Background: an optimization exercise with open tools, aiming at small area, a short achievable clock period and few clock cycles per item. Do not read the settings as production practice.
In this exercise RTL edits were held to simulation tests only and were not proved equivalent to the original.
No activity file was given, so power comes from the tool's default toggle rates.

**flow/run.sh**
```bash
#!/bin/bash
# synth_recipe.tcl (not shown) runs the flow's synth.tcl, then flattens the netlist and writes it again
# the make line also repeats each setting of config.mk as NAME=value (left out here)
make -C /OpenROAD-flow-scripts/flow DESIGN_CONFIG=/design/flow/config.mk WORK_HOME=/design/flow/orfs CLKGATE_MAP_FILE= SYNTH_SCRIPT=/design/flow/synth_recipe.tcl finish
```
**flow/config.mk**
```make
export PLATFORM = sky130hd
export DESIGN_NAME = bit_chunk_lane_splitter_unit
export DESIGN_NICKNAME = bit_chunk_lane_splitter_unit
export VERILOG_FILES = /design/flow/design.v
export SDC_FILE = /design/flow/constraint.sdc
export NUM_CORES = 4
export LEC_CHECK = 0
export ABC_AREA = 1
export CAP_MARGIN = 20
export CORE_MARGIN = 2
export CORE_UTILIZATION = 40
export CTS_CLUSTER_DIAMETER = 150
export CTS_CLUSTER_SIZE = 26
export SETUP_SLACK_MARGIN = 3.0
export SLEW_MARGIN = 20
```
**flow/constraint.sdc**
```tcl
create_clock -name core_clock -period 6.5 [get_ports {clock}]
set_input_delay 1.3000 -clock core_clock [delete_from_list [all_inputs] [get_ports {clock}]]
set_output_delay 1.3000 -clock core_clock [all_outputs]
set_load 0.01 [all_outputs]
```
**flow/design.v**
```verilog
package bcls_pkg;
   localparam int MAX_LANES      = 16;
   localparam int MAX_CHUNK_BITS = 32;
   localparam int CSR_IDX_W      = 2;
   localparam int CSR_DATA_W     = 16;
   localparam int BUF_W          = MAX_CHUNK_BITS + 7;    
   localparam int ACC_W          = MAX_CHUNK_BITS + 7;    
   localparam logic [CSR_IDX_W-1:0] REG_CHUNK_WIDTH = 2'd0;
   localparam logic [CSR_IDX_W-1:0] REG_LANE_COUNT  = 2'd1;
   localparam logic [CSR_IDX_W-1:0] REG_LANE_ENABLE = 2'd2;
endpackage
import bcls_pkg::*;
module bit_chunk_lane_splitter_unit
(
   input  logic                  clock,
   input  logic                  reset,
   input  logic                  req_valid,
   output logic                  req_ready,
   input  logic                  req_action,
   input  logic [7:0]            req_data_byte,
   output logic                  rsp_valid,
   input  logic                  rsp_ready,
   output logic [3:0]            rsp_lane,
   output logic [7:0]            rsp_out_byte,
   output logic                  rsp_last,
   input  logic                  csr_we,
   input  logic [CSR_IDX_W-1:0]  csr_index,
   input  logic [CSR_DATA_W-1:0] csr_data
);
   logic [5:0]  cw_q;                  
   logic [4:0]  lc_q;                  
   logic [15:0] en_q;
   logic [5:0]  cw_n;                  
   logic [4:0]  lc_n;
   logic [15:0] en_n;
   logic [BUF_W-1:0] buf_q;
   logic [5:0]       pl_q;
   logic [3:0]       idx_q;
   logic [5:0]       sk_q;              
   logic             fol_q;             
   logic             fsh_q;             
   logic [15:0][7:0] pm_q;
   logic        in_v_q, in_act_q;
   logic [7:0]  in_byte_q;
   logic [31:0] e_data_q;
   logic [2:0]  e_n_q;                 
   logic [3:0]  e_lane_q;
   logic        e_last_q;              
   logic        e_pend_q;              
   logic [6:0]  cur_pd_q;
   logic        ypc_q;              
   logic [2:0]  cur_pc_q;
   logic [15:0] nz, idx_oh, fcand;
   logic [3:0]  fnext, ra;
   logic [7:0]  rd_m;
   logic [2:0]  rd_pc;
   logic [6:0]  rd_pd;
   for (genvar i = 0; i < 16; i++) begin : g_nz
      assign nz[i] = pm_q[i][7:1] != 7'd0;
   end
   always_comb begin
      for (int i = 0; i < 16; i++) idx_oh[i] = idx_q == 4'(i);
      fcand = fsh_q ? (nz & ~idx_oh) : (nz & en_q);
      fnext = '0;
      for (int i = 15; i >= 0; i--) if (fcand[i]) fnext = 4'(i);
   end
   assign rd_m = pm_q[ra];
   always_comb begin
      rd_pc = '0;
      for (int k = 1; k < 8; k++) begin
         if (rd_m[k]) rd_pc = 3'(k);
      end
      for (int k = 0; k < 7; k++) begin
         rd_pd[k] = rd_m[k] && ((rd_m >> (k + 1)) != 8'd0);
      end
   end
   logic             idx_lt_l, idx_end, few;
   logic [7:0]       in_byte;
   logic [BUF_W-1:0] full;
   logic [31:0]      chunk;
   logic [ACC_W-1:0] acc;
   logic [5:0]       tgt;
   logic [2:0]       nres;
   logic [6:0]       leftover;
   logic             lane_on, yields;
   logic [3:0]       rem_sh;
   logic [7:0]       rem;
   logic [5:0]       remn;
   logic             sw, rem_ge;
   logic f_lt_q, f_ge8_q, f_rg_q, f_ilt_q, f_iend_q, f_i2_q;
   logic [3:0] ra_q;
   assign idx_lt_l = f_ilt_q;
   assign idx_end  = f_iend_q;
   assign few    = fol_q && (pl_q <= 6'd8);
   assign in_byte = fol_q ? 8'd0 : in_byte_q;
   assign full    = buf_q | (BUF_W'(in_byte) << pl_q);
   always_comb begin
      for (int k = 0; k < 32; k++) chunk[k] = full[k] & (6'(k) < cw_q);
   end
   assign acc     = ACC_W'(cur_pd_q) | (ACC_W'(chunk) << cur_pc_q);
   assign tgt     = 6'(cur_pc_q) + cw_q;
   assign nres    = tgt[5:3];
   always_comb begin
      case (nres)
         3'd0:    leftover = acc[6:0];
         3'd1:    leftover = acc[14:8];
         3'd2:    leftover = acc[22:16];
         3'd3:    leftover = acc[30:24];
         default: leftover = acc[38:32];
      endcase
   end
   assign lane_on = en_q[idx_q];
   assign yields  = lane_on && ypc_q;
   assign rem_sh  = fol_q ? cw_q[3:0] : 4'(cw_q - pl_q);
   assign rem     = (fol_q ? buf_q[7:0] : in_byte_q) >> rem_sh;
   assign remn    = {3'd0, pl_q[2:0] - cw_q[2:0]};
   assign sw      = cw_q[5:3] == 3'd0;
   assign rem_ge  = f_rg_q;
   logic acc_chunk, acc_corner;
   logic fol_chunk, fol_skip, fol_exit;
   logic take, e_free, yield_next;
   logic do_acc, do_data, do_flush, chunk_step, chunk_final;
   logic res_nonlast, resolve_last;
   logic load_flush;
   assign acc_chunk  = idx_lt_l && f_lt_q && f_ge8_q;
   assign acc_corner = idx_lt_l && !f_lt_q;
   assign fol_chunk  = fol_q && (sk_q == 6'd0) && idx_lt_l && !f_lt_q;
   assign fol_skip   = fol_q && (sk_q != 6'd0);
   assign fol_exit   = fol_q && (sk_q == 6'd0) && !(idx_lt_l && !f_lt_q);
   assign take       = rsp_valid && rsp_ready;
   assign e_free     = (e_n_q == 3'd0) || ((e_n_q == 3'd1) && take);
   assign yield_next = acc_chunk && (sw || lane_on);
   assign do_acc     = in_v_q && !fol_q && !fsh_q && (in_act_q || !(yield_next && !e_free));
   assign do_data    = do_acc && !in_act_q;
   assign do_flush   = do_acc && in_act_q;
   assign req_ready  = fol_q ? (fol_exit || (fol_chunk && chunk_final && e_free))
                             : (!in_v_q || (do_acc && !(do_data && (acc_corner || (acc_chunk && more1)))));
   always_ff @(posedge clock) begin
      if (reset) begin
         in_v_q <= 1'b0;
      end else if (req_valid && req_ready) begin
         in_v_q <= 1'b1;
      end else if (do_acc) begin
         in_v_q <= 1'b0;
      end
   end
   always_ff @(posedge clock) begin
      if (req_valid && req_ready) begin
         in_act_q  <= req_action;
         in_byte_q <= req_data_byte;
      end
   end
   assign chunk_step = !reset && ((do_data && acc_chunk) || (fol_chunk && (!yields || e_free)));
   assign chunk_final = idx_end || (!(fol_q && !few) && !rem_ge);
   logic more1, more2, next_yields, few_path;
   assign few_path    = !(fol_q && !few);
   assign more1       = !idx_end && rem_ge;
   assign more2       = more1 && ({1'b0, remn[2:0]} >= {cw_q[2:0], 1'b0}) && f_i2_q;
   logic [7:0] fill_mask;
   always_comb begin
      for (int k = 0; k < 8; k++) fill_mask[k] = 4'(k) >= (4'd8 - 4'(cw_q[2:0]));
   end
   assign next_yields = en_q[idx_q + 4'd1] && (!sw || ((rd_m & fill_mask) != 8'd0));
   assign res_nonlast  = e_pend_q && fol_chunk && yields;
   assign resolve_last = e_pend_q && (fol_exit || (fol_chunk && !yields && chunk_final));
   assign load_flush = fsh_q && e_free;
   assign ra         = ra_q;
   logic [6:0] cur_pd_n;
   logic [2:0] cur_pc_n;
   always_comb begin
      cur_pd_n = cur_pd_q;
      cur_pc_n = cur_pc_q;
      if (reset || do_flush) begin
         cur_pd_n = '0;
         cur_pc_n = '0;
      end else if (chunk_step && idx_end && (idx_q == 4'd0) && lane_on) begin
         cur_pd_n = leftover;
         cur_pc_n = tgt[2:0];
      end else if (chunk_step || ((do_data || fol_exit) && !idx_lt_l)) begin
         cur_pd_n = rd_pd;
         cur_pc_n = rd_pc;
      end
   end
   always_ff @(posedge clock) begin
      cur_pd_q <= cur_pd_n;
      cur_pc_q <= cur_pc_n;
      ypc_q    <= (6'(cur_pc_n) + cw_n) >= 6'd8;
   end
   assign rsp_valid    = (e_n_q > 3'd1) || ((e_n_q == 3'd1) && !e_pend_q);
   assign rsp_last     = (e_n_q == 3'd1) && e_last_q;
   assign rsp_lane     = e_lane_q;
   assign rsp_out_byte = e_data_q[7:0];
   logic [5:0] wr_w;
   logic [4:0] wr_l;
   always_comb begin
      if (csr_data[5:0] == 6'd0)     wr_w = 6'd1;
      else if (csr_data[5:0] > 6'd32) wr_w = 6'd32;
      else                            wr_w = csr_data[5:0];
      if (csr_data[4:0] == 5'd0)     wr_l = 5'd1;
      else if (csr_data[4:0] > 5'd16) wr_l = 5'd16;
      else                            wr_l = csr_data[4:0];
   end
   always_comb begin
      cw_n = cw_q;
      lc_n = lc_q;
      en_n = en_q;
      if (reset) begin
         cw_n = 6'd8;
         lc_n = 5'd1;
         en_n = 16'd1;
      end else if (csr_we) begin
         case (csr_index)
            REG_CHUNK_WIDTH: cw_n = wr_w;
            REG_LANE_COUNT:  lc_n = wr_l;
            REG_LANE_ENABLE: en_n = csr_data;
            default: ;
         endcase
      end
   end
   always_ff @(posedge clock) begin
      cw_q <= cw_n;
      lc_q <= lc_n;
      en_q <= en_n;
   end
   logic [BUF_W-1:0] buf_n;
   logic [5:0]       pl_n, sk_n;
   logic [3:0]       idx_n;
   logic             fol_n, fsh_n;
   always_comb begin
      buf_n = buf_q;
      pl_n  = pl_q;
      idx_n = idx_q;
      sk_n  = sk_q;
      fol_n = fol_q;
      fsh_n = fsh_q;
      if (reset) begin
         buf_n = '0;
         pl_n  = '0;
         idx_n = '0;
         sk_n  = '0;
         fol_n = 1'b0;
         fsh_n = 1'b0;
      end else if (do_flush) begin
         buf_n = '0;
         pl_n  = '0;
         idx_n = fnext;
         fsh_n = fcand != 16'd0;
      end else if (load_flush) begin
         idx_n = fnext;
         fsh_n = fcand != 16'd0;
      end else if (do_data && !idx_lt_l) begin
         buf_n = '0;
         pl_n  = '0;
         idx_n = '0;
      end else if (do_data && !acc_chunk) begin
         buf_n = full;
         pl_n  = pl_q + 6'd8;
         fol_n = acc_corner;
      end else if (fol_skip) begin
         buf_n = buf_q >> 1;
         pl_n  = pl_q - 6'd1;
         sk_n  = sk_q - 6'd1;
      end else if (fol_exit) begin
         fol_n = 1'b0;
         if (!idx_lt_l) begin
            buf_n = '0;
            pl_n  = '0;
            idx_n = '0;
         end
      end else if (chunk_step) begin
         if (idx_end) begin
            buf_n = '0;
            pl_n  = '0;
            idx_n = '0;
            fol_n = 1'b0;
         end else begin
            idx_n = idx_q + 4'd1;
            if (fol_q && !few) begin
               sk_n = cw_q;
            end else begin
               buf_n = BUF_W'(rem);
               pl_n  = remn;
               fol_n = rem_ge;
            end
         end
      end
   end
   always_ff @(posedge clock) begin
      buf_q <= buf_n;
      pl_q  <= pl_n;
      idx_q <= idx_n;
      sk_q  <= sk_n;
      fol_q <= fol_n;
      fsh_q <= fsh_n;
   end
   always_ff @(posedge clock) begin
      f_lt_q   <= pl_n < cw_n;
      f_ge8_q  <= (pl_n + 6'd8) >= cw_n;
      f_rg_q   <= (cw_n[5:3] == 3'd0) && (3'(pl_n[2:0] - cw_n[2:0]) >= cw_n[2:0]);
      f_ilt_q  <= ix_ilt;
      f_iend_q <= ix_iend;
      f_i2_q   <= ix_i2;
      ra_q     <= fsh_n ? idx_n : ix_ra;
   end
   logic [4:0] ia, ib;
   logic       ix_ilt, ix_iend, ix_i2;
   logic [3:0] ix_ra;
   assign ia = {1'b0, idx_q};
   assign ib = {1'b0, idx_q} + 5'd1;
   always_comb begin
      ix_ilt  = ia < lc_n;
      ix_iend = (ia + 5'd1) >= lc_n;
      ix_i2   = (ia + 5'd2) < lc_n;
      ix_ra   = ((ia + 5'd1) >= lc_n) ? 4'd0 : ib[3:0];
      if (reset || do_flush || load_flush || (do_data && !idx_lt_l)
          || (fol_exit && !idx_lt_l) || (chunk_step && idx_end)) begin
         ix_ilt  = 1'b1;
         ix_iend = lc_n == 5'd1;
         ix_i2   = lc_n > 5'd2;
         ix_ra   = (lc_n == 5'd1) ? 4'd0 : 4'd1;
      end else if (chunk_step) begin
         ix_ilt  = ib < lc_n;
         ix_iend = (ib + 5'd1) >= lc_n;
         ix_i2   = (ib + 5'd2) < lc_n;
         ix_ra   = ((ib + 5'd1) >= lc_n) ? 4'd0 : 4'(ib + 5'd1);
      end
   end
   logic [7:0]  pm_wd;
   logic [15:0] pm_we;
   assign pm_wd = chunk_step ? ({1'b0, leftover} | (8'd1 << tgt[2:0])) : 8'd1;
   always_comb begin
      for (int i = 0; i < 16; i++) begin
         pm_we[i] = reset || (do_flush && !en_q[i]) || (load_flush && idx_oh[i])
                    || (chunk_step && lane_on && idx_oh[i]);
      end
   end
   always_ff @(posedge clock) begin
      for (int i = 0; i < 16; i++) begin
         if (pm_we[i]) pm_q[i] <= pm_wd;
      end
   end
   logic load_e;
   assign load_e = chunk_step && e_free;
   always_ff @(posedge clock) begin
      if (reset) begin
         e_n_q    <= 3'd0;
         e_pend_q <= 1'b0;
      end else if (load_e) begin
         e_n_q    <= yields ? nres : 3'd0;
         e_pend_q <= yields && (few_path ? more2 : !idx_end);
      end else if (load_flush) begin
         e_n_q    <= 3'd1;
         e_pend_q <= 1'b0;
      end else begin
         if (take) e_n_q <= e_n_q - 3'd1;
         if (res_nonlast || resolve_last) e_pend_q <= 1'b0;
      end
   end
   always_ff @(posedge clock) begin
      if (load_e) begin
         e_data_q <= acc[31:0];
         e_lane_q <= idx_q;
         e_last_q <= !(few_path && more1 && !more2 && next_yields);
      end else if (load_flush) begin
         e_data_q[7:0] <= {1'b0, rd_pd};
         e_lane_q <= idx_q;
         e_last_q <= fcand == 16'd0;
      end else begin
         if (take) e_data_q[23:0] <= e_data_q[31:8];
         if (res_nonlast) e_last_q <= 1'b0;
      end
   end
endmodule
```
==> summary.txt, run 1 <==
Logic pwr share 60.2%; port bufs 46; WHS Path Cells 2; area grow syn2layout 15.4%; via count 18700; post-synthesis sequential area ratio 39.6%; Leak 8.99 nW; Required @ worst endpoint around 5.2 ns; Crit path depth 8; sum of negative setup slack 0 ns; Synth area leader edfxtp_1; CTS tree built; Num CTS Buffers 14; worst path buffer plus inverter count 2; IR drop worst, VDD 0.172 mV; post-DP HPWL 47000 um; switching pwr between 4 and 5 mW; fin area between 20000 and 25000 um2; final wirelength roughly 65000 um; clock power share 11.2%; first-pass GRT wire length 97500 um; Crit Path Category input pin to primary output; Netlist Area Pre-Place 18800 um2; Hold/Removal Path Class flop to flop; worst skew pair latency 0.53 ns; Placed Area 19600 um2; Critical Path AT 2.41 ns; CP delay by family, top compound AO/OA/AOI/OAI gates; die height 221 um; antenna violations before repair 0; Antenna diodes 0; synthesized area per cell slightly above 7 um2; Int Power around 4.6 mW; RSZ-0062 raised after global routing yes; final hold vios 0; synth top area cells edfxtp_1, dfxtp_1, nand2_1; net count of the finished layout 2739; largest net degree at the start of global routing 78; maximum clock frequency 270 MHz; vias in the first global route 17000; startpoint types input pin; post-synthesis async set-or-reset flop share 0%; Reg power frac 28.6%; worst setup margin 2.79 ns; post-synth top area share 27.8%; crit-path cells buf_4 > nand4_1 > nand2_4 > nor3_4 > nand2_4 > o211ai_1 > a32oi_4 > buf_6; GPL Wtd Cong between 0.9 and 1; Root Buffer clkbuf_16; wire per inst 20.1 um; power per cell area 427 nW/um2; Cell Rows 79; EDFF count, synth 174; Final Slew Violations 0; R2R depth 24; DIE AREA 48700 um2; dpl ws 1.26 ns; clk slew on worst S/H paths 0.10 ns; syn nets 2685; Critical-path top delay cell a32oi_4; Slew HR 30.3%; register area between 7000 and 8000 um2; Clock Skew 0.0215 ns; clock sinks 284; most used cell, CP nand2_4; CP max FO 4; cell with the most instances after synthesis nand2_1; Initial Util roughly two fifths; TritonRoute pass-1 iters 6; status timing/DRC/antenna clean; Final Util 46.6%; DR vias/cell around 5.7; Cell variety after synth 61; switching share of power between 40% and 50%; post-layout min period 3.71 ns; Max-cap violations 0; worst slew pin tran 1.04 ns; aggregate global-route resource usage 25.9%; H-tree depth 1; GRT Residual Overflow 0; DRT iter0 DRCs about 2200; Fillers 4763; multi-input combinational cell area 10200 um2; post-synthesis sequential element count around 280; warning count from the yosys run 1; Max stage delay on crit path 0.29 ns; Residual DRC 0; clock buffer depth 3; Final period util 57.1%; Detail Route Antenna Nets 0; # setup viols final 0; Worst setup EP type primary output; Core ar. 46500 um2; share of cells above drive strength 1 12.2%; commonest cells in the netlist nand2_1, nand3_1, inv_1, o21ai_0, nor2_1; ys flop type edfxtp_1; Die Width around 220 um; I/O pin cnt between 40 and 50; Post-Synthesis Cells 2585
[placed cells by master, fill, tap and decap left out, types with 26 or more instances in the layout]
cell / instances
a21oi_1: 148
buf_4: 103
clkdlybuf4s50_1: 37
dfxtp_1: 93
edfxtp_1: 174
ha_1: 57
inv_1: 250
nand2_1: 561
nand3_1: 327
nand4_1: 28
nor2_1: 182
o211ai_1: 64
o21ai_0: 233
o21ai_1: 26
[power by group through the flow]
| stage | sequential, mW | clock, mW | combinational, mW |
|---|---|---|---|
| 2_1_floorplan | 2.55 | 0 | 3.49 |
| 3_3_place_gp | 2.68 | 0 | 4.73 |
| 3_5_place_dp | 2.69 | 0 | 4.76 |
| 4_1_cts | 2.64 | 1.06 | 5.08 |
| 5_1_grt | 2.68 | 1.12 | 6.12 |
| 6_report | 2.64 | 1.04 | 5.57 |
[cell families after synthesis]
group                      count (synthesis)  share of synthesized area, %
adders and majority gates                 68                          4.73
AOI/OAI and AO/OA                        581                          17.9
buffers and inverters                    424                          9.10
DFF                                      284                          39.6
xor gates and xnor gates                  17                         0.793
muxes                                      2                         0.107
and+or+nand+nor                         1209                          27.8
[layer usage]
layer / vias to the layer above / wire (um) / global-route usage, %
met5: - / 0 / 0
met2: 820 / 28800 / 40.4
met4: 0 / 1370 / 6.13
li1: 8915 / - / -
met1: 8841 / 29300 / 37.6
met3: 81 / 5810 / 4.15
[path summary, 6_finish.rpt]
check / startpoint / to / slack [ns]
max reg2reg: idx_q[0] / ypc_q / 2.97
min: buf_q[38] / buf_q[38] / 0.46
max: rsp_ready / req_ready / 2.79
min reg2reg: buf_q[38] / buf_q[38] / 0.46
[metrics by stage]
stage	total power, mW	hold WS [ns]	std cells
6_report	9.25	0.461	3254
5_1_grt	9.91	0.497	3254
4_1_cts	8.78	0.466	3190
3_5_place_dp	7.45	0.451	3128
3_3_place_gp	7.41	0.439	3128
2_1_floorplan	6.04	0.425	2585
[worst register-to-register path, delay by kind of cell, from the launching register on]
kind / cells / cell delay (ns)
and+or+nand+nor: 15 / 1.59
adders and majority gates: 1 / 0.30
xor gates and xnor gates: 1 / 0.17
buffers and inverters: 3 / 0.28
AOI/OAI and AO/OA: 4 / 0.66
DFF: 1 / 0.40
[flip-flops by register name, indices dropped and copies added, names as in the netlist, 5 cells and up]
register,cells
buf_q,39
cur_pd_q,7
cw_q,6
e_data_q,32
en_q,16
in_byte_q,8
lc_q,5
pl_q,6
pm_q,128
sk_q,6
[area by class of cell]
| cell class | instances | area share [%] |
|---|---|---|
| Timing Repair Buffer | 167 | 7.26 |
| Clock inverter | 1 | 0.0751 |
| Timing Repair inverter | 3 | 0.104 |
| Clock buffer | 23 | 1.82 |
| Inverter | 289 | 5.46 |
| Multi-Input combinational cell | 1880 | 47.3 |
| Tap cell | 607 | 3.51 |
| Sequential cell | 284 | 34.5 |
[timing repair]
item / 4_1_cts / 5_1_grt
gates cloned: 3 / 6
resized for setup: 115 / 113
pin swaps: 22 / 30
hold buffers: 0 / 0
endpoints found under the setup margin: 352 / 191
setup buffers: 35 / 56
Testbench counts, summed over its fixed seeds: cycles 5,766, items 4,211.
==> run 2: changes to the inputs <==
--- a/flow/config.mk
+++ b/flow/config.mk
@@ -12,4 +12,4 @@
 export CTS_CLUSTER_DIAMETER = 150
-export CTS_CLUSTER_SIZE = 26
-export SETUP_SLACK_MARGIN = 3.0
+export CTS_CLUSTER_SIZE = 20
+export SETUP_SLACK_MARGIN = 3.3
 export SLEW_MARGIN = 20
==> run 2 against run 1 <==
  * Still clean on timing, DRC and antenna
  * First-iteration DRC count increased by 2.3%
  * Worst setup slack got worse by 0.024 ns
  * Clock power increased by 14%
  * Critical endpoint unchanged
  * Clock skew increased by 0.014 ns
  * Register-to-register slack got worse by 0.08 ns
  * Cell count increased by 1.4%
  * Critical path depth decreased by 1
  * Synthesized cell count unchanged
  * Hold slack got worse by 0.011 ns
  * Power increased by 6.1%
  * Largest power group unchanged
==> summary.txt, run 2 <==
multiplexer share of the synthesized area 0.107% (unchanged); startpoint types flop (was input pin); synth top area cells edfxtp_1, dfxtp_1, nand2_1 (unchanged); Post-Synthesis Cells 2585 (unchanged); Synth Area in Adders 4.73% (unchanged); EDFF count, synth 174 (unchanged); largest net degree at the start of global routing 78 (unchanged); busiest grt layer met2 (unchanged); Core ar. 46500 um2 (unchanged); met3 track utilization from global routing 4.66% (was 4.15%); GRT Residual Overflow 0 (unchanged); port bufs 46 (unchanged); clock sinks 284 (unchanged); antenna violations before repair 0 (unchanged); Synth area leader edfxtp_1 (unchanged); Fillers 4598 (was 4763); Top reg by flops pm_q (unchanged); Worst setup EP type primary output (unchanged); worst slew pin tran 1.15 ns (was 1.04 ns); Cell variety after synth 61 (unchanged); sum of negative setup slack 0 ns (unchanged); clock buffer depth 3 (unchanged); warning count from the yosys run 1 (unchanged); post-synthesis sequential element count 284 (unchanged); aggregate global-route resource usage 26.8% (was 25.9%); Initial Util 40.4% (unchanged); Slew HR 23.1% (was 30.3%); worst skew pair latency 0.55 ns (was 0.53 ns); vias in the first global route 17400 (was 17000); net count of the finished layout 2783 (was 2739); ys flop type edfxtp_1 (unchanged); R2R depth 23 (was 24); syn nets 2685 (unchanged); cell with the most instances after synthesis nand2_1 (unchanged); I/O pin cnt 47 (unchanged); main combinational cell family by area after synthesis simple AND/OR/NAND/NOR gates (unchanged); max reg flops 128 (unchanged); Num CTS Buffers 18 (was 14); area grow syn2layout 20.5% (was 15.4%); Detail Route Antenna Nets 0 (unchanged); post-synth top area share 27.8% (unchanged); Required @ worst endpoint 5.20 ns (about the same); commonest cells after routing, fill and taps aside nand2_1, nand3_1, inv_1 (unchanged); first-pass GRT wire length 100000 um (was 97500 um); share of cells above drive strength 1 17.0% (was 12.2%); post-synthesis sequential area ratio 39.6% (unchanged); # setup viols final 0 (unchanged); DR vias/cell 5.77 (was 5.73); Hold Buf Count CTS 0 (unchanged); CP max FO 21 (was 4); Residual DRC 0 (unchanged); post-layout min period 3.73 ns (was 3.71 ns); met2 Usage GRT 41.0% (was 40.4%); DIE AREA 48700 um2 (unchanged); Root Buffer clkbuf_16 (unchanged); synthesized area per cell 7.26 um2 (unchanged); Regs by FF count pm_q (128), buf_q (39), e_data_q (32) (unchanged); Max-cap violations 0 (unchanged); DRT iter0 DRCs 2228 (was 2178); maximum clock frequency 268 MHz (was 270 MHz); Crit Path Category flop to primary output (was input pin to primary output); Final period util 57.4% (was 57.1%); R2R setup slack 2.89 ns (was 2.97 ns); GPL Wtd Cong 0.936 (was 0.968); WHS Path Cells 2 (unchanged); met1 GRT Util 38.6% (was 37.6%); final wirelength 67700 um (was 65300 um); Tot Pwr 9.81 mW (was 9.25 mW); post-synthesis async set-or-reset flop share 0% (unchanged); Critical Path AT 2.43 ns (was 2.41 ns); Synth Area in XOR/XNOR 0.793% (unchanged); die height 221 um (unchanged); commonest non-fill, non-tap cell in the layout nand2_1 (unchanged); RSZ-0062 raised after global routing yes (unchanged); FF-to-FF End ypc_q (unchanged); clk slew on worst S/H paths 0.09 ns (was 0.10 ns); hold_sp buf_q[38] (unchanged); Leak 9.33 nW (was 8.99 nW); Antenna diodes 0 (unchanged); hold endpoint buf_q[38] (unchanged); simple-gate portion of the synthesized area 27.8% (unchanged); via count 19000 (was 18700); CTS tree built (unchanged); Compound-Gate Fraction of Synth Area 17.9% (unchanged); IR drop worst, VDD 0.229 mV (was 0.172 mV); FF-to-FF Start sk_q[1] (was idx_q[0]); status timing/DRC/antenna clean (unchanged); H-tree depth 1 (unchanged); post-DP HPWL 47200 um (was 47000 um); Netlist Area Pre-Place 18800 um2 (unchanged); Cell Rows 79 (unchanged); Hold/Removal Path Class flop to flop (unchanged); wire per inst 20.5 um (was 20.1 um); Clock Skew 0.0359 ns (was 0.0215 ns); Die Width 221 um (unchanged); Final Slew Violations 0 (unchanged); power per cell area 434 nW/um2 (was 427 nW/um2); final hold vios 0 (unchanged); TritonRoute pass-1 iters 6 (unchanged); commonest cells in the netlist nand2_1, nand3_1, inv_1, o21ai_0, nor2_1 (unchanged)
run 2: changes by cell type in the layout (fill, tap and decap cells not counted), sizes merged:
| cell | previous run | this run |
|---|---|---|
| dlygate4sd2 | 2 | 3 |
| dlymetal6s2s | 5 | 1 |
| buf | 119 | 161 |
| clkdlybuf4s50 | 37 | 33 |
| clkdlybuf4s15 | 0 | 1 |
| clkinvlp | 17 | 18 |
| nand2 | 595 | 594 |
| clkbuf | 26 | 36 |
run 2: cells by family (layout without fill, tap and decap cells):
kind of cell / after synthesis / count (layout)
multiplexers: 2 / 2
flip-flops: 284 / 284
adder cells (fa/ha/maj): 68 / 68
XOR/XNOR: 17 / 17
buffers and inverters: 424 / 530
AO/OA/AOI/OAI: 581 / 581
AND/OR/NAND/NOR: 1209 / 1211
run 2: where the power goes:
part / leakage, nW / switching, mW / internal [mW]
registers: 2.62 / 0.271 / 2.39
clock network: 0.248 / 0.662 / 0.531
logic: 6.46 / 3.94 / 2.02
total: 9.33 / 4.87 / 4.94
run 2: timing repair:
action,4_1_cts,5_1_grt
gates cloned,5,4
gates resized for setup,199,188
pin swaps,41,80
endpoints found under the setup margin,392,258
setup buffers,67,67
run 2: layer usage:
layer	part of all wire, %	wire [um]	up-vias
li1	-	-	9019
met1	44	29700	9035
met2	44	30100	863
met3	8.9	6000	124
met4	2.8	1880	0
met5	0	0	-
run 2: critical path, cell delays in order (launching register included):
cell and delay (ns):
dfxtp_1 0.33, buf_4 0.23, nor2_1 0.42, nand2_1 0.12, inv_1 0.16, o211ai_1 0.16, a32oi_4 0.29, buf_2 0.18
run 2: how the worst max path moves through the flow:
stage,start,to,slack [ns],cells after the start
2_1_floorplan,rsp_ready,f_rg_q,2.71,20
3_3_place_gp,rsp_ready,ypc_q,1.37,18
3_5_place_dp,rsp_ready,ypc_q,1.28,19
4_1_cts,sk_q[1],req_ready,2.77,11
5_1_grt,idx_q[0],req_ready,2.67,13
6_report,fol_q,req_ready,2.77,7
run 2: metrics by stage:
stage | instance area [um2] | cells | setup slack (ns) | hold WS [ns] | utilization (%)
floorplan | 18800 | 2585 | 2.71 | 0.425 | -
global placement | 19600 | 3127 | 1.37 | 0.440 | 42.3
detailed placement | 19600 | 3127 | 1.28 | 0.443 | 42.3
CTS | 21400 | 3229 | 2.77 | 0.455 | 46.0
global route | 22600 | 3300 | 2.67 | 0.472 | 48.7
finish | 22600 | 3300 | 2.77 | 0.451 | 48.7
run 2: cell type report:
type | instances | area (um2) | area share, %
clock buffers | 28 | 488 | 2.16
inverters | 289 | 1210 | 5.33
multi-input cells | 1879 | 10600 | 47.1
repair buffers | 208 | 1990 | 8.81
clock inverters | 2 | 32.5 | 0.144
repair inverters | 3 | 18.8 | 0.0830
flip-flops and latches | 284 | 7470 | 33.0
well taps | 607 | 759 | 3.36
==> run 3: changes to the inputs <==
--- a/flow/config.mk
+++ b/flow/config.mk
@@ -13,3 +13,3 @@
 export CTS_CLUSTER_SIZE = 20
-export SETUP_SLACK_MARGIN = 3.3
+export SETUP_SLACK_MARGIN = 3.0
 export SLEW_MARGIN = 20
==> run 3 against run 2 <==
  * Sequential power about the same
  * Largest power group unchanged
  * Critical path depth up 6
  * Utilization is 1.7 points lower
  * Critical endpoint unchanged
  * First-iteration DRC count increased by 3.7%
  * Largest cell class unchanged
==> summary.txt, run 3 <==
Hold Buf Count CTS 0 (unchanged); post-DP HPWL 47000 um (was 47200 um); largest net degree at the start of global routing 78 (unchanged); DR vias/cell 5.78 (was 5.77); Hold/Removal Path Class flop to flop (unchanged); Clock Skew 0.0317 ns (was 0.0359 ns); Final Util 47.0% (was 48.7%); startpoint types flop (unchanged); Netlist Area Pre-Place 18800 um2 (unchanged); # setup viols final 0 (unchanged); maximum clock frequency 267 MHz (was 268 MHz); antenna violations before repair 0 (unchanged); via count 18900 (was 19000); Die Width 221 um (unchanged); Initial Util 40.4% (unchanged); commonest non-fill, non-tap cell in the layout nand2_1 (unchanged); Detail Route Antenna Nets 0 (unchanged); synthesized area per cell 7.26 um2 (unchanged); post-synthesis async set-or-reset flop share 0% (unchanged); EDFF count, synth 174 (unchanged); Residual DRC 0 (unchanged); warning count from the yosys run 1 (unchanged); syn nets 2685 (unchanged); Post-Synthesis Cells 2585 (unchanged); commonest cells in the netlist nand2_1, nand3_1, inv_1, o21ai_0, nor2_1 (unchanged); Required @ worst endpoint 5.20 ns (about the same); clock sinks 284 (unchanged); sum of negative setup slack 0 ns (unchanged); placed cell count 3128 (was 3127); aggregate global-route resource usage 26.4% (was 26.8%); CP max FO 8 (was 21); Cell variety after synth 61 (unchanged); vias in the first global route 17200 (was 17400); final hold vios 0 (unchanged); Placed Area 19600 um2 (about the same); TritonRoute pass-1 iters 6 (unchanged); synth top area cells edfxtp_1, dfxtp_1, nand2_1 (unchanged); Antenna diodes 0 (unchanged); Crit Path Category flop to primary output (unchanged); CTS tree built (unchanged); final wirelength 66300 um (was 67700 um); worst setup margin 2.76 ns (was 2.77 ns); Cell Rows 79 (unchanged); Synth area leader edfxtp_1 (unchanged); Tot Pwr 9.45 mW (was 9.81 mW); die height 221 um (unchanged); Final period util 57.6% (was 57.4%); RSZ-0062 raised after global routing yes (unchanged); Num CTS Buffers 18 (unchanged); post-layout min period 3.74 ns (was 3.73 ns); power per cell area 433 nW/um2 (was 434 nW/um2); wire per inst 20.3 um (was 20.5 um); clock buffer depth 3 (unchanged); Max-cap violations 0 (unchanged); post-synthesis sequential area ratio 39.6% (unchanged); post-synth top area share 27.8% (unchanged); Leak 9.08 nW (was 9.33 nW); H-tree depth 1 (unchanged); area grow syn2layout 16.3% (was 20.5%); clk slew on worst S/H paths 0.10 ns (was 0.09 ns); worst slew pin tran 1.07 ns (was 1.15 ns); Critical Path AT 2.44 ns (was 2.43 ns); DIE AREA 48700 um2 (unchanged); post-synthesis sequential element count 284 (unchanged); Cell Count, Final, Fillers Out 3261 (was 3300); net count of the finished layout 2742 (was 2783); ys flop type edfxtp_1 (unchanged); Core ar. 46500 um2 (unchanged); GPL Wtd Cong 0.968 (was 0.936); Root Buffer clkbuf_16 (unchanged); Worst setup EP type primary output (unchanged); share of cells above drive strength 1 12.4% (was 17.0%); I/O pin cnt 47 (unchanged); Top reg by flops pm_q (unchanged); port bufs 46 (unchanged); status timing/DRC/antenna clean (unchanged); first-pass GRT wire length 98800 um (was 100000 um); worst skew pair latency 0.57 ns (was 0.55 ns); fin area 21800 um2 (was 22600 um2); Final Slew Violations 0 (unchanged); Slew HR 28.9% (was 23.1%); IR drop worst, VDD 0.194 mV (was 0.229 mV); cell with the most instances after synthesis nand2_1 (unchanged); GRT Residual Overflow 0 (unchanged); DRT iter0 DRCs 2311 (was 2228); commonest cells after routing, fill and taps aside nand2_1, nand3_1, inv_1 (unchanged); Regs by FF count pm_q (128), buf_q (39), e_data_q (32) (unchanged); max reg flops 128 (unchanged); tightest hold margin 0.459 ns (was 0.451 ns); dpl ws 1.26 ns (was 1.28 ns)
run 3: worst paths after layout:
path | startpoint | endpoint | slack, ns | cells after the start
min | buf_q[38] | buf_q[38] | 0.46 | 2
min reg2reg | buf_q[38] | buf_q[38] | 0.46 | 2
max reg2reg | idx_q[0] | f_rg_q | 2.95 | 23
max | idx_q[0] | req_ready | 2.76 | 13
run 3: cell type report:
class                           count  area, um2
Clock inverter                      2       46.3
Tap cell                          607        759
Clock buffer                       30        495
Fill cell                        4704      24600
Timing Repair inverter              4       32.5
Multi-Input combinational cell   1880      10200
Sequential cell                   284       7470
Timing Repair Buffer              165       1610
Inverter                          289       1190
run 3: what timing repair did:
action                                  CTS  global route
buffers inserted                         48            40
pin swaps                                26            41
cloned                                    5             7
resized for setup                       136            98
endpoints found under the setup margin  351           155
run 3: routing by layer:
layer | GRT usage [%] | wire length, um | vias to the layer above
met4 | 7.58 | 1840 | 0
met3 | 4.23 | 6160 | 122
met2 | 40.6 | 28900 | 891
met1 | 38.1 | 29400 | 8900
met5 | 0 | 0 | -
li1 | - | - | 8942
run 3: power by group:
part	leakage [nW]	switching (mW)	internal [mW]	total [mW]
sequential	2.62	0.253	2.39	2.64
clock	0.255	0.670	0.539	1.21
combinational	6.20	3.77	1.82	5.60
run 3: cells by family (layout without fill, tap and decap cells):
kind of cell,count (synthesis),count (layout),share of synthesized area [%]
AO/OA/AOI/OAI,581,581,17.9
XOR/XNOR,17,17,0.793
adder cells (fa/ha/maj),68,68,4.73
buffers and inverters,424,490,9.10
flip-flops,284,284,39.6
multiplexers,2,2,0.107
AND/OR/NAND/NOR,1209,1212,27.8
run 3: worst max-delay path, cell delays in order, from the launching register on:
cell,delay (ns)
dfxtp_4,0.38
buf_12,0.16
inv_16,0.07
nand2_1,0.05
nand3_1,0.09
nand2_1,0.07
nand2_1,0.07
nand2_2,0.06
nor2_4,0.15
nand2_2,0.08
nand2_4,0.08
o211ai_1,0.14
a32oi_4,0.31
buf_6,0.15
==> run 4: changes to the inputs <==
--- a/flow/config.mk
+++ b/flow/config.mk
@@ -12,3 +12,3 @@
 export CTS_CLUSTER_DIAMETER = 150
-export CTS_CLUSTER_SIZE = 20
+export CTS_CLUSTER_SIZE = 23
 export SETUP_SLACK_MARGIN = 3.0
==> run 4 against run 3 <==
  * Still clean
  * Register-to-register slack improved by 0.05 ns
  * Cell area decreased by 1.4%
  * Routed wire length decreased by 2.2%
  * Critical path type unchanged
  * Critical endpoint unchanged
  * Highest routed layer unchanged
==> summary.txt, run 4 <==
Max stage delay on crit path 0.39 ns (was 0.38 ns); max reg flops 128 (unchanged); Slew HR 26.7% (was 28.9%); # setup viols final 0 (unchanged); ys flop type edfxtp_1 (unchanged); CP delay by family, top simple AND/OR/NAND/NOR gates (unchanged); commonest cells in the netlist nand2_1, nand3_1, inv_1, o21ai_0, nor2_1 (unchanged); clk slew on worst S/H paths 0.10 ns (about the same); FF-to-FF End f_rg_q (unchanged); via count 18600 (was 18900); final hold vios 0 (unchanged); wire per inst 20.0 um (was 20.3 um); clock sinks 284 (unchanged); GPL Wtd Cong 0.968 (unchanged); post-synth top area share 27.8% (unchanged); GRT Residual Overflow 0 (unchanged); Final period util 57.6% (about the same); Required @ worst endpoint 5.20 ns (about the same); Cell variety after synth 61 (unchanged); Crit path depth 13 (unchanged); most used cell, CP nand2_2 (was nand2_1); crit-path cells buf_12 > inv_16 > nand2_2 > nand3_1 > nand2_1 > nand2_1 > nand2_2 > nor2_4 > nand2_2 > nand2_4 > o211ai_1 > a32oi_4 > buf_6 (was buf_12 > inv_16 > nand2_1 > nand3_1 > nand2_1 > nand2_1 > nand2_2 > nor2_4 > nand2_2 > nand2_4 > o211ai_1 > a32oi_4 > buf_6); Die Width 221 um (unchanged); R2R setup slack 3.00 ns (was 2.95 ns); hold_sp buf_q[38] (unchanged); fin area 21500 um2 (was 21800 um2); EDFF count, synth 174 (unchanged); Num CTS Buffers 16 (was 18); TritonRoute pass-1 iters 6 (unchanged); cell with the most instances after synthesis nand2_1 (unchanged); area grow syn2layout 14.6% (was 16.3%); status timing/DRC/antenna clean (unchanged); commonest non-fill, non-tap cell in the layout nand2_1 (unchanged); Max-cap violations 0 (unchanged); post-DP HPWL 47000 um (unchanged); Root Buffer clkbuf_16 (unchanged); clock power share 12.0% (was 12.8%); Core ar. 46500 um2 (unchanged); Synth area leader edfxtp_1 (unchanged); syn nets 2685 (unchanged); aggregate global-route resource usage 26.1% (was 26.4%); IR drop worst, VDD 0.245 mV (was 0.194 mV); Hold/Removal Path Class flop to flop (unchanged); commonest cells after routing, fill and taps aside nand2_1, nand3_1, inv_1 (unchanged); Top reg by flops pm_q (unchanged); switching pwr 4.65 mW (was 4.70 mW); final wirelength 64800 um (was 66300 um); Critical-path top delay cell dfxtp_4 (unchanged); Worst setup EP type primary output (unchanged); hold endpoint buf_q[38] (unchanged); DIE AREA 48700 um2 (unchanged); DRT iter0 DRCs 2131 (was 2311); worst path buffer plus inverter count 3 (unchanged); Placed Area 19600 um2 (unchanged); maximum clock frequency 267 MHz (about the same); post-layout min period 3.74 ns (about the same); Final Slew Violations 0 (unchanged); tightest hold margin 0.461 ns (was 0.459 ns); largest net degree at the start of global routing 78 (unchanged); die height 221 um (unchanged); Critical Path AT 2.44 ns (about the same); CTS tree built (unchanged); warning count from the yosys run 1 (unchanged); Antenna diodes 0 (unchanged); Int Power 4.65 mW (was 4.75 mW); antenna violations before repair 0 (unchanged); post-synthesis async set-or-reset flop share 0% (unchanged); Logic pwr share 59.5% (was 59.2%); I/O pin cnt 47 (unchanged); worst slew pin tran 1.10 ns (was 1.07 ns); CP max FO 5 (was 8); WHS Path Cells 2 (unchanged); Cell Rows 79 (unchanged); Netlist Area Pre-Place 18800 um2 (unchanged); Regs by FF count pm_q (128), buf_q (39), e_data_q (32) (unchanged); power per cell area 432 nW/um2 (was 433 nW/um2); synth top area cells edfxtp_1, dfxtp_1, nand2_1 (unchanged); Residual DRC 0 (unchanged); net count of the finished layout 2719 (was 2742); startpoint types flop (unchanged); H-tree depth 1 (unchanged); Initial Util 40.4% (unchanged); post-synthesis sequential element count 284 (unchanged); Crit Path Category flop to primary output (unchanged); Detail Route Antenna Nets 0 (unchanged); share of cells above drive strength 1 11.5% (was 12.4%); R2R depth 20 (was 23); RSZ-0062 raised after global routing yes (unchanged); sum of negative setup slack 0 ns (unchanged); Leak 8.88 nW (was 9.08 nW); Reg power frac 28.5% (was 28.0%); synthesized area per cell 7.26 um2 (unchanged); worst skew pair latency 0.56 ns (was 0.57 ns); post-synthesis sequential area ratio 39.6% (unchanged); clock buffer depth 3 (unchanged); vias in the first global route 17000 (was 17200); port bufs 46 (unchanged); first-pass GRT wire length 97800 um (was 98800 um); DR vias/cell 5.75 (was 5.78); Clock Skew 0.0365 ns (was 0.0317 ns); switching share of power 50.0% (was 49.7%); FF-to-FF Start sk_q[1] (was idx_q[0]); Post-Synthesis Cells 2585 (unchanged)
run 4: cell counts after synthesis:
Identical to the previous run, type by type.
run 4: area by class of cell:
type	instances	area [um2]
fillers	4743	24900
multi-input cells	1878	10200
flip-flops and latches	284	7470
repair buffers	147	1410
inverters	289	1180
well taps	607	759
clock buffers	26	438
clock inverters	2	32.5
repair inverters	3	22.5
run 4: worst max-delay path by stage:
| stage | from | to | slack [ns] |
|---|---|---|---|
| floorplan | rsp_ready | f_rg_q | 2.71 |
| global placement | rsp_ready | ypc_q | 1.41 |
| detailed placement | rsp_ready | ypc_q | 1.26 |
| CTS | pl_q[0] | req_ready | 2.73 |
| global route | pl_q[0] | req_ready | 2.69 |
| finish | idx_q[0] | req_ready | 2.76 |
run 4: what timing repair did:
action,4_1_cts,5_1_grt
endpoints found under the hold margin,0,0
endpoints found under the setup margin,351,178
hold buffers,0,0
pin swaps,16,28
gates resized for setup,114,111
buffers inserted,35,36
gates cloned,4,3
run 4: kinds of logic (layout without fill, tap and decap cells):
| family | Yosys count | after routing | share of synthesized area (%) |
|---|---|---|---|
| flops | 284 | 284 | 39.6 |
| mux | 2 | 2 | 0.107 |
| compound gates | 581 | 581 | 17.9 |
| fa+ha+maj | 68 | 68 | 4.73 |
| simple gates | 1209 | 1210 | 27.8 |
| xor+xnor | 17 | 17 | 0.793 |
| buf+inv | 424 | 467 | 9.10 |
run 4: metal layers:
| layer | track usage (%) | routed length (um) | up-vias |
|---|---|---|---|
| li1 | - | - | 8883 |
| met1 | 37.9 | 29100 | 8799 |
| met2 | 40.8 | 28500 | 815 |
| met3 | 3.51 | 5590 | 106 |
| met4 | 6.56 | 1590 | 0 |
| met5 | 0 | 0 | - |
run 4: power groups by stage:
stage | clock (mW) | sequential (mW) | combinational, mW
after floorplan | 0 | 2.55 | 3.49
after global placement | 0 | 2.68 | 4.73
after detailed placement | 0 | 2.69 | 4.76
after CTS | 1.14 | 2.64 | 5.06
after global routing | 1.19 | 2.69 | 6.08
final | 1.12 | 2.65 | 5.53
run 4: worst register-to-register path: stages, from the launching register on:
cell	delay [ns]
dfxtp_1	0.33
inv_1	0.11
ha_4	0.15
nand2_2	0.06
inv_2	0.08
nand2_4	0.06
nor2_4	0.17
inv_1	0.06
nand2_1	0.22
buf_8	0.29
inv_2	0.23
a221oi_1	0.33
nand2_1	0.08
nand2_1	0.06
nand2_1	0.08
ha_1	0.19
inv_1	0.07
fa_2	0.43
ha_1	0.28
o211ai_1	0.09
a21oi_1	0.08
run 4: per-stage QoR:
step	setup slack, ns	power [mW]	utilization, %	instances
4_1_cts	2.73	8.84	44.6	3195
3_3_place_gp	1.41	7.41	42.1	3128
3_5_place_dp	1.26	7.45	42.1	3128
5_1_grt	2.69	9.96	46.3	3236
2_1_floorplan	2.71	6.04	-	2585
6_report	2.76	9.30	46.3	3236
==> run 5: changes to the inputs <==
--- a/flow/config.mk
+++ b/flow/config.mk
@@ -15 +15,2 @@
 export SLEW_MARGIN = 20
+export TNS_END_PERCENT = 0
==> run 5 against run 4 <==
  * Utilization down 0.42 points
  * First-iteration DRC count down 2.1%
  * Count of clock-buffer cells in the layout unchanged
  * Critical path depth down 2
  * Power down 1.5%
  * Combinational power down 3%
  * Clock power about the same
  * Hold slack better by 0.0023 ns
  * Cell count up 0.12%
  * Fmax up 0.40%
  * Critical endpoint unchanged
  * Largest power group unchanged
  * Highest routed layer unchanged
==> summary.txt, run 5 <==
die height 221 um (unchanged); Cell Rows 79 (unchanged); # setup viols final 0 (unchanged); post-synthesis sequential area ratio 39.6% (unchanged); EDFF count, synth 174 (unchanged); Cell variety after synth 61 (unchanged); vias in the first global route 16900 (was 17000); Hold/Removal Path Class flop to flop (unchanged); Max stage delay on crit path 0.34 ns (was 0.39 ns); switching pwr 4.54 mW (was 4.65 mW); Clock Skew 0.0295 ns (was 0.0365 ns); Max-cap violations 0 (unchanged); Root Buffer clkbuf_16 (unchanged); synth top area cells edfxtp_1, dfxtp_1, nand2_1 (unchanged); commonest non-fill, non-tap cell in the layout nand2_1 (unchanged); Post-Synthesis Cells 2585 (unchanged); Worst setup EP type primary output (unchanged); first-pass GRT wire length 97100 um (was 97800 um); post-DP HPWL 46600 um (was 47000 um); post-layout min period 3.73 ns (was 3.74 ns); clock buffer depth 3 (unchanged); Fillers 4793 (was 4743); TritonRoute pass-1 iters 6 (unchanged); sum of negative setup slack 0 ns (unchanged); Antenna diodes 0 (unchanged); DRT iter0 DRCs 2087 (was 2131); Initial Util 40.4% (unchanged); Int Power 4.61 mW (was 4.65 mW); Cell Count, Final, Fillers Out 3240 (was 3236); Required @ worst endpoint 5.20 ns (about the same); fin area 21300 um2 (was 21500 um2); Residual DRC 0 (unchanged); Synth area leader edfxtp_1 (unchanged); aggregate global-route resource usage 25.7% (was 26.1%); DR vias/cell 5.77 (was 5.75); Synth Area in Adders 4.73% (unchanged); Logic pwr share 58.9% (was 59.5%); syn nets 2685 (unchanged); most used cell, CP nor2_4 (was nand2_2); Num CTS Buffers 16 (unchanged); synthesized area per cell 7.26 um2 (unchanged); antenna violations before repair 0 (unchanged); Top reg by flops pm_q (unchanged); RSZ-0062 raised after global routing yes (unchanged); warning count from the yosys run 1 (unchanged); CP max FO 4 (was 5); Regs by FF count pm_q (128), buf_q (39), e_data_q (32) (unchanged); post-synth top area share 27.8% (unchanged); crit-path cells inv_2 > ha_2 > nand2_1 > inv_1 > nand2_2 > nor2_4 > nand2_4 > nor2_4 > clkinvlp_4 > a32oi_4 > buf_6 (was buf_12 > inv_16 > nand2_2 > nand3_1 > nand2_1 > nand2_1 > nand2_2 > nor2_4 > nand2_2 > nand2_4 > o211ai_1 > a32oi_4 > buf_6); simple-gate portion of the synthesized area 27.8% (unchanged); final wirelength 64000 um (was 64800 um); WHS Path Cells 2 (unchanged); I/O pin cnt 47 (unchanged); Synth Area in XOR/XNOR 0.793% (unchanged); Netlist Area Pre-Place 18800 um2 (unchanged); port bufs 46 (unchanged); CP delay by family, top simple AND/OR/NAND/NOR gates (unchanged); Critical-path top delay cell a32oi_4 (was dfxtp_4); worst slew pin tran 1.14 ns (was 1.10 ns); Detail Route Antenna Nets 0 (unchanged); Die Width 221 um (unchanged); max reg flops 128 (unchanged); commonest cells after routing, fill and taps aside nand2_1, nand3_1, inv_1 (unchanged); tightest hold margin 0.463 ns (was 0.461 ns); clk slew on worst S/H paths 0.11 ns (was 0.10 ns); placed cell count 3129 (was 3128); Crit Path Category flop to primary output (unchanged); Compound-Gate Fraction of Synth Area 17.9% (unchanged); net count of the finished layout 2724 (was 2719); Reg power frac 28.7% (was 28.5%); main combinational cell family by area after synthesis simple AND/OR/NAND/NOR gates (unchanged); share of cells above drive strength 1 10.2% (was 11.5%); Final period util 57.4% (was 57.6%); worst path buffer plus inverter count 4 (was 3); Crit path depth 11 (was 13); IR drop worst, VDD 0.230 mV (was 0.245 mV); commonest cells in the netlist nand2_1, nand3_1, inv_1, o21ai_0, nor2_1 (unchanged); clock sinks 284 (unchanged); Final Slew Violations 0 (unchanged); post-synthesis sequential element count 284 (unchanged); post-synthesis async set-or-reset flop share 0% (unchanged); maximum clock frequency 268 MHz (was 267 MHz); switching share of power 49.6% (was 50.0%); R2R depth 14 (was 20); status timing/DRC/antenna clean (unchanged); cell with the most instances after synthesis nand2_1 (unchanged); worst skew pair latency 0.54 ns (was 0.56 ns); DIE AREA 48700 um2 (unchanged); Placed Area 19600 um2 (about the same); final hold vios 0 (unchanged); area grow syn2layout 13.6% (was 14.6%); wire per inst 19.8 um (was 20.0 um); Core ar. 46500 um2 (unchanged); power per cell area 429 nW/um2 (was 432 nW/um2); GPL Wtd Cong 0.974 (was 0.968); CTS tree built (unchanged); largest net degree at the start of global routing 106 (was 78); Leak 8.86 nW (was 8.88 nW); via count 18700 (was 18600); Slew HR 24.1% (was 26.7%); H-tree depth 1 (unchanged); startpoint types flop (unchanged); GRT Residual Overflow 0 (unchanged); multiplexer share of the synthesized area 0.107% (unchanged); clock power share 12.4% (was 12.0%); Critical Path AT 2.43 ns (was 2.44 ns); ys flop type edfxtp_1 (unchanged)
[run 5: worst paths after layout]
check             from   endpoint  slack (ns)
min reg2reg  buf_q[38]  buf_q[38]        0.46
max reg2reg    pl_q[2]   e_last_q        2.87
max            sk_q[0]  req_ready        2.77
min          buf_q[38]  buf_q[38]        0.46
[run 5: cell families (layout without fill, tap and decap cells)]
group | count (synthesis) | in the layout
AOI/OAI and AO/OA | 581 | 581
and+or+nand+nor | 1209 | 1209
xor gates and xnor gates | 17 | 17
DFF | 284 | 284
muxes | 2 | 2
adders and majority gates | 68 | 68
buffers and inverters | 424 | 472
[run 5: worst reg2reg max path: stages, from the launching register on]
cell	delay [ns]
dfxtp_1	0.33
buf_4	0.25
clkinvlp_4	0.38
ha_1	0.50
xor2_1	0.18
inv_1	0.08
ha_1	0.28
a21oi_1	0.23
nor2_1	0.06
nor3_1	0.37
nand2_1	0.11
a31oi_1	0.41
nand2_1	0.10
nand2_1	0.07
nand2_1	0.05
[run 5: power groups by stage]
stage                     registers [mW]  logic (mW)  clock network, mW
after detailed placement            2.69        4.74                  0
after global placement              2.68        4.70                  0
after global routing                2.67        5.93               1.21
after CTS                           2.63        4.98               1.16
final                               2.62        5.39               1.14
after floorplan                     2.55        3.48                  0
[run 5: area by class of cell]
| type | instances | area, um2 | area share [%] |
|---|---|---|---|
| clock inverter | 1 | 16.3 | 0.0763 |
| sequential | 284 | 7460 | 35.0 |
| tap | 607 | 759 | 3.56 |
| multi-input combinational | 1877 | 9990 | 46.8 |
| inverter | 289 | 1170 | 5.50 |
| clock buffer | 26 | 459 | 2.15 |
| timing repair buffer | 155 | 1460 | 6.84 |
| timing repair inverter | 1 | 8.76 | 0.0411 |
[run 5: repair_timing]
item,CTS,global route
setup endpoints to repair,365,239
endpoints found under the hold margin,0,0
gates resized for setup,75,95
cloned,0,3
pin swaps,14,27
setup buffers,26,54
hold buffers,0,0
[run 5: layer usage]
metal | wire [um] | global-route usage, % | up-vias | share of wire, %
met2 | 28500 | 40.0 | 822 | 45
met1 | 28800 | 38.2 | 8864 | 45
met5 | 0 | 0 | - | 0
met3 | 5330 | 3.04 | 92 | 8.3
li1 | - | - | 8903 | -
met4 | 1350 | 5.69 | 0 | 2.1
[run 5: per-stage QoR]
step                      utilization [%]  total power [mW]  setup WS, ns
after floorplan                         -              6.03          2.70
after global placement               42.2              7.38          1.40
after detailed placement             42.2              7.43          1.30
after CTS                            44.1              8.77          2.72
after global routing                 45.9              9.81          2.69
final                                45.9              9.16          2.77
==> run 6: changes to the inputs <==
--- a/flow/config.mk
+++ b/flow/config.mk
@@ -13,3 +13,3 @@
 export CTS_CLUSTER_SIZE = 23
-export SETUP_SLACK_MARGIN = 3.0
+export SETUP_SLACK_MARGIN = 3.3
 export SLEW_MARGIN = 20
==> run 6 against run 5 <==
  * Combinational power about the same
  * Clock power hardly changed
  * Die area did not move
  * Hold slack is the same
  * First-iteration DRC count is the same
  * Critical endpoint unchanged
  * Largest power group unchanged
  * Highest routed layer unchanged
==> summary.txt, run 6 <==
status timing/DRC/antenna clean (unchanged); DRT iter0 DRCs 2087 (unchanged); via count 18700 (unchanged); Reg power frac 28.7% (about the same); TritonRoute pass-1 iters 6 (unchanged); Cell Rows 79 (unchanged); synthesized area per cell 7.26 um2 (unchanged); Synth area leader edfxtp_1 (unchanged); Num CTS Buffers 16 (unchanged); Die Width 221 um (unchanged); EDFF count, synth 174 (unchanged); switching pwr 4.54 mW (unchanged); area grow syn2layout 13.6% (unchanged); commonest non-fill, non-tap cell in the layout nand2_1 (unchanged); warning count from the yosys run 1 (unchanged); Cell variety after synth 61 (unchanged); CP max FO 4 (unchanged); # setup viols final 0 (unchanged); Tot Pwr 9.16 mW (unchanged); Detail Route Antenna Nets 0 (unchanged); Regs by FF count pm_q (128), buf_q (39), e_data_q (32) (unchanged); Post-Synthesis Cells 2585 (unchanged); post-DP HPWL 46600 um (unchanged); Core ar. 46500 um2 (unchanged); crit-path cells inv_2 > ha_2 > nand2_1 > inv_1 > nand2_2 > nor2_4 > nand2_4 > nor2_4 > clkinvlp_4 > a32oi_4 > buf_6 (unchanged); GRT Residual Overflow 0 (unchanged); worst slew pin tran 1.14 ns (unchanged); Worst setup EP type primary output (unchanged); aggregate global-route resource usage 25.7% (unchanged); wire per inst 19.8 um (unchanged); post-synth top area share 27.8% (unchanged); clk slew on worst S/H paths 0.11 ns (about the same); final hold vios 0 (unchanged); Max stage delay on crit path 0.34 ns (about the same); switching share of power 49.6% (unchanged); CTS tree built (unchanged); Antenna diodes 0 (unchanged); Critical Path AT 2.43 ns (about the same); die height 221 um (unchanged); commonest cells after routing, fill and taps aside nand2_1, nand3_1, inv_1 (unchanged); Final period util 57.4% (unchanged); post-layout min period 3.73 ns (unchanged); power per cell area 429 nW/um2 (unchanged); Required @ worst endpoint 5.20 ns (about the same); Critical-path top delay cell a32oi_4 (unchanged); final wirelength 64000 um (unchanged); synth top area cells edfxtp_1, dfxtp_1, nand2_1 (unchanged); Initial Util 40.4% (unchanged); DR vias/cell 5.77 (unchanged); Logic pwr share 58.9% (about the same); cell with the most instances after synthesis nand2_1 (unchanged); net count of the finished layout 2724 (unchanged); most used cell, CP nor2_4 (unchanged); Netlist Area Pre-Place 18800 um2 (unchanged); syn nets 2685 (unchanged); worst skew pair latency 0.54 ns (about the same); Final Slew Violations 0 (unchanged); vias in the first global route 16900 (unchanged); largest net degree at the start of global routing 106 (unchanged); Residual DRC 0 (unchanged); post-synthesis sequential area ratio 39.6% (unchanged); post-synthesis async set-or-reset flop share 0% (unchanged); commonest cells in the netlist nand2_1, nand3_1, inv_1, o21ai_0, nor2_1 (unchanged); clock sinks 284 (unchanged); clock buffer depth 3 (unchanged); GPL Wtd Cong 0.974 (unchanged); I/O pin cnt 47 (unchanged); ys flop type edfxtp_1 (unchanged); share of cells above drive strength 1 10.2% (unchanged); Hold/Removal Path Class flop to flop (unchanged); Max-cap violations 0 (unchanged); max reg flops 128 (unchanged); RSZ-0062 raised after global routing yes (unchanged); first-pass GRT wire length 97100 um (unchanged); Leak 8.86 nW (unchanged); startpoint types flop (unchanged); R2R setup slack 2.87 ns (about the same); port bufs 46 (unchanged); Top reg by flops pm_q (unchanged); antenna violations before repair 0 (unchanged); H-tree depth 1 (unchanged); maximum clock frequency 268 MHz (unchanged); Int Power 4.61 mW (unchanged); sum of negative setup slack 0 ns (unchanged); DIE AREA 48700 um2 (unchanged); clock power share 12.4% (about the same); post-synthesis sequential element count 284 (unchanged); IR drop worst, VDD 0.230 mV (unchanged); Clock Skew 0.0295 ns (unchanged); Slew HR 24.1% (unchanged); Crit Path Category flop to primary output (unchanged); Root Buffer clkbuf_16 (unchanged)
[run 6: cell counts in the layout (fill, tap and decap cells not counted)]
No cell type changed its count.
[run 6: cell families (layout without fill, tap and decap cells)]
family	count (synthesis)	count (layout)	share of synthesized area, %
mux	2	2	0.107
compound gates	581	581	17.9
flops	284	284	39.6
simple gates	1209	1209	27.8
xor+xnor	17	17	0.793
buf+inv	424	472	9.10
fa+ha+maj	68	68	4.73
[run 6: per-stage QoR]
step / std cells / hold WS [ns] / util [%] / worst slack, ns / cell area, um2
after floorplan: 2585 / 0.425 / - / 2.70 / 18800
final: 3240 / 0.463 / 45.9 / 2.77 / 21300
after detailed placement: 3129 / 0.457 / 42.2 / 1.30 / 19600
after global placement: 3129 / 0.441 / 42.2 / 1.40 / 19600
after global routing: 3240 / 0.501 / 45.9 / 2.69 / 21300
after CTS: 3182 / 0.471 / 44.1 / 2.72 / 20500
[run 6: path summary, 6_finish.rpt]
check                   end  cells after the start  startpoint
setup / recovery  req_ready                     11     sk_q[0]
hold / removal    buf_q[38]                      2   buf_q[38]
setup reg to reg   e_last_q                     14     pl_q[2]
hold reg to reg   buf_q[38]                      2   buf_q[38]
[run 6: worst max-delay path: cells and delay by family, from the launching register on]
kind	cells	cell delay, ns
AO/OA/AOI/OAI	1	0.34
adder cells (fa/ha/maj)	1	0.18
buffers and inverters	4	0.50
flip-flops	1	0.33
AND/OR/NAND/NOR	5	0.53
[run 6: power by group through the flow]
stage	registers [mW]	logic [mW]	clock network, mW
2_1_floorplan	2.55	3.48	0
3_3_place_gp	2.68	4.70	0
3_5_place_dp	2.69	4.74	0
4_1_cts	2.63	4.98	1.16
5_1_grt	2.67	5.93	1.21
6_report	2.62	5.39	1.14
[run 6: timing repair]
action / in CTS / in global routing
cloned: 0 / 3
buffers inserted: 26 / 54
setup endpoints to repair: 411 / 345
pin swaps: 14 / 27
gates resized for setup: 75 / 95
hold buffers: 0 / 0
[run 6: per-layer routing]
metal	wire [um]	global-route usage [%]
met2	28500	40.0
met5	0	0
met4	1350	5.69
met1	28800	38.2
met3	5330	3.04
[run 6: cell type report]
class	instances	area (um2)
Clock buffer	26	459
Clock inverter	1	16.3
Fill cell	4793	25100
Inverter	289	1170
Multi-Input combinational cell	1877	9990
Sequential cell	284	7460
Tap cell	607	759
Timing Repair Buffer	155	1460
Timing Repair inverter	1	8.76
==> run 7: changes to the inputs <==
--- a/flow/config.mk
+++ b/flow/config.mk
@@ -10,7 +10,6 @@
 export CORE_MARGIN = 2
-export CORE_UTILIZATION = 40
+export CORE_UTILIZATION = 55
 export CTS_CLUSTER_DIAMETER = 150
-export CTS_CLUSTER_SIZE = 23
-export SETUP_SLACK_MARGIN = 3.3
+export CTS_CLUSTER_SIZE = 22
+export SETUP_SLACK_MARGIN = 3.0
 export SLEW_MARGIN = 20
-export TNS_END_PERCENT = 0
==> run 7 against run 6 <==
  * Still clean
  * Clock skew grew 0.0074 ns
  * Synthesized area is the same
  * First-iteration DRC count grew 21%
  * Register-to-register slack gained 0.02 ns
  * Sequential share of layout area shrank 0.41 points
  * Synthesized cell count is the same
  * Power grew 3.3%
  * Die area shrank 27%
  * Critical path depth shrank 3
  * Sequential cell count is the same
  * Non-clock buffer count grew 15
  * Routed wire length grew 1.8%
  * Largest cell class unchanged
==> summary.txt, run 7 <==
status timing/DRC/antenna clean (unchanged); I/O pin cnt 47 (unchanged); maximum clock frequency 264 MHz (was 268 MHz); sum of negative setup slack 0 ns (unchanged); Critical-path top delay cell a32oi_4 (unchanged); FF-to-FF Start idx_q[1] (was pl_q[2]); dpl ws 1.33 ns (was 1.30 ns); register area 7470 um2 (was 7460 um2); clock buffer depth 3 (unchanged); TritonRoute pass-1 iters 9 (was 6); # setup viols final 0 (unchanged); DR vias/cell 6.16 (was 5.77); ys flop type edfxtp_1 (unchanged); CP max FO 5 (was 4); Clock Skew 0.0369 ns (was 0.0295 ns); commonest cells after routing, fill and taps aside nand2_1, nand3_1, inv_1 (unchanged); R2R depth 30 (was 14); die height 189 um (was 221 um); DIE AREA 35600 um2 (was 48700 um2); Hold Buf Count CTS 0 (unchanged); IR drop worst, VDD 0.293 mV (was 0.230 mV); crit-path cells buf_2 > nand4_1 > nand2_2 > nor3_4 > nand2_4 > o211ai_1 > a32oi_4 > buf_2 (was inv_2 > ha_2 > nand2_1 > inv_1 > nand2_2 > nor2_4 > nand2_4 > nor2_4 > clkinvlp_4 > a32oi_4 > buf_6); worst slew pin tran 1.16 ns (was 1.14 ns); synth top area cells edfxtp_1, dfxtp_1, nand2_1 (unchanged); worst path buffer plus inverter count 2 (was 4); Netlist Area Pre-Place 18800 um2 (unchanged); Regs by FF count pm_q (128), buf_q (39), e_data_q (32) (unchanged); Top reg by flops pm_q (unchanged); post-layout min period 3.79 ns (was 3.73 ns); Root Buffer clkbuf_16 (unchanged); Max-cap violations 0 (unchanged); CTS tree built (unchanged); H-tree depth 1 (unchanged); Placed Area 19400 um2 (was 19600 um2); first-pass GRT wire length 97400 um (was 97100 um); clk slew on worst S/H paths 0.10 ns (was 0.11 ns); Worst setup EP type primary output (unchanged); via count 19100 (was 18700); power per cell area 438 nW/um2 (was 429 nW/um2); final hold vios 0 (unchanged); RSZ-0062 raised after global routing yes (unchanged); Hold/Removal Path Class flop to flop (unchanged); area grow syn2layout 15.0% (was 13.6%); Cell Rows 67 (was 79); Post-Synthesis Cells 2585 (unchanged); Cell variety after synth 61 (unchanged); syn nets 2685 (unchanged); Crit Path Category input pin to primary output (was flop to primary output); worst setup margin 2.71 ns (was 2.77 ns); Residual DRC 0 (unchanged); hold_sp buf_q[38] (unchanged); Tot Pwr 9.46 mW (was 9.16 mW); Critical Path AT 2.49 ns (was 2.43 ns); Detail Route Antenna Nets 0 (unchanged); startpoint types input pin (was flop); wire per inst 21.0 um (was 19.8 um); R2R setup slack 2.89 ns (was 2.87 ns); Slew HR 22.6% (was 24.1%); largest net degree at the start of global routing 64 (was 106); DRT iter0 DRCs 2532 (was 2087); GPL Wtd Cong 0.995 (was 0.974); Final period util 58.3% (was 57.4%); Fillers 2978 (was 4793); cell with the most instances after synthesis nand2_1 (unchanged); Antenna diodes 0 (unchanged); Leak 9.06 nW (was 8.86 nW); multi-input combinational cell area 10200 um2 (was 9990 um2); Required @ worst endpoint 5.20 ns (about the same); post-DP HPWL 45500 um (was 46600 um); final wirelength 65200 um (was 64000 um); net count of the finished layout 2743 (was 2724)
-- run 7: cell count changes in the layout (fill, tap and decap cells not counted), sizes merged, moves of 2 or more --
cell,before,now
buf,107,121
clkinvlp,15,18
clkbuf,30,32
clkdlybuf4s50,42,40
dlymetal6s2s,2,4
inv,273,271
nand2,593,595
-- run 7: metal layers --
layer,vias up,part of all wire [%],global-route usage (%)
met5,-,0.035,0
met4,4,2.8,8.32
met3,163,11,5.83
met2,1081,44,53.5
met1,8916,42,51.5
li1,8949,-,-
-- run 7: how the worst max path moves through the flow --
stage              start        end  slack [ns]  depth (start not counted)
6_report       rsp_ready  req_ready        2.71                          8
3_3_place_gp   rsp_ready      ypc_q        1.49                         19
3_5_place_dp   rsp_ready      ypc_q        1.33                         19
2_1_floorplan  rsp_ready     f_rg_q        2.71                         20
4_1_cts          pl_q[1]  req_ready        2.74                         12
5_1_grt        rsp_ready  req_ready        2.65                          8
-- run 7: what timing repair did --
item | in CTS | in global routing
pin swaps | 27 | 28
gates resized for setup | 128 | 102
buffers inserted | 49 | 46
gates cloned | 5 | 5
endpoints found under the setup margin | 338 | 211
-- run 7: logic make-up after synthesis --
| group | share of synthesized area, % |
|---|---|
| simple gates | 27.8 |
| compound gates | 17.9 |
| buf+inv | 9.10 |
| flops | 39.6 |
| fa+ha+maj | 4.73 |
| xor+xnor | 0.793 |
| mux | 0.107 |
-- run 7: through the flow --
step	hold WS, ns	utilization (%)	std cells
after floorplan	0.425	-	2585
after global placement	0.445	57.8	2968
after detailed placement	0.456	57.8	2968
after CTS	0.468	61.8	3050
after global routing	0.490	64.4	3101
final	0.462	64.4	3101
-- run 7: final cells by class --
class                      instances  share of cell area (%)
timing repair buffer             170                    7.71
clock buffer                      28                    2.21
timing repair inverter             2                  0.0637
inverter                         289                    5.51
sequential                       284                    34.6
tap                              448                    2.60
multi-input combinational       1880                    47.3
-- run 7: worst min-delay path: stages (launching register included) --
cell	delay [ns]
dfxtp_1	0.31
inv_1	0.06
a21oi_1	0.06
-- run 7: power breakdown --
group | internal (mW) | switching, mW
sequential | 2.39 | 0.292
combinational | 1.85 | 3.79
clock | 0.505 | 0.626

## port drivers added, routing unchanged
No port has a modelled driver above. Below, the same layouts with a new extraction and two added sets of constraints. Step 1 assumes that a clkbuf_16 drives the clock port and a buf_2 every other input. Step 2 also shifts input and output timing later by t, the mid clock arrival at the registers, as if the neighbouring blocks saw the same clock. a / b / c = ideal ports / drivers / drivers and shift; a / b = the first two.
run	t (ns)	setup slack, ns
run 1	0.577	2.791 / 2.736 / 2.379
run 2	0.587	2.767 / 2.709 / 2.310
run 3	0.606	2.757 / 2.701 / 2.377
run 4	0.596	2.757 / 2.701 / 2.386
run 5	0.583	2.772 / 2.715 / 2.276
run 6	0.583	2.772 / 2.715 / 2.276
run 7	0.583	2.711 / 2.690 / 2.303
After both steps setup and hold are still met in every run listed.
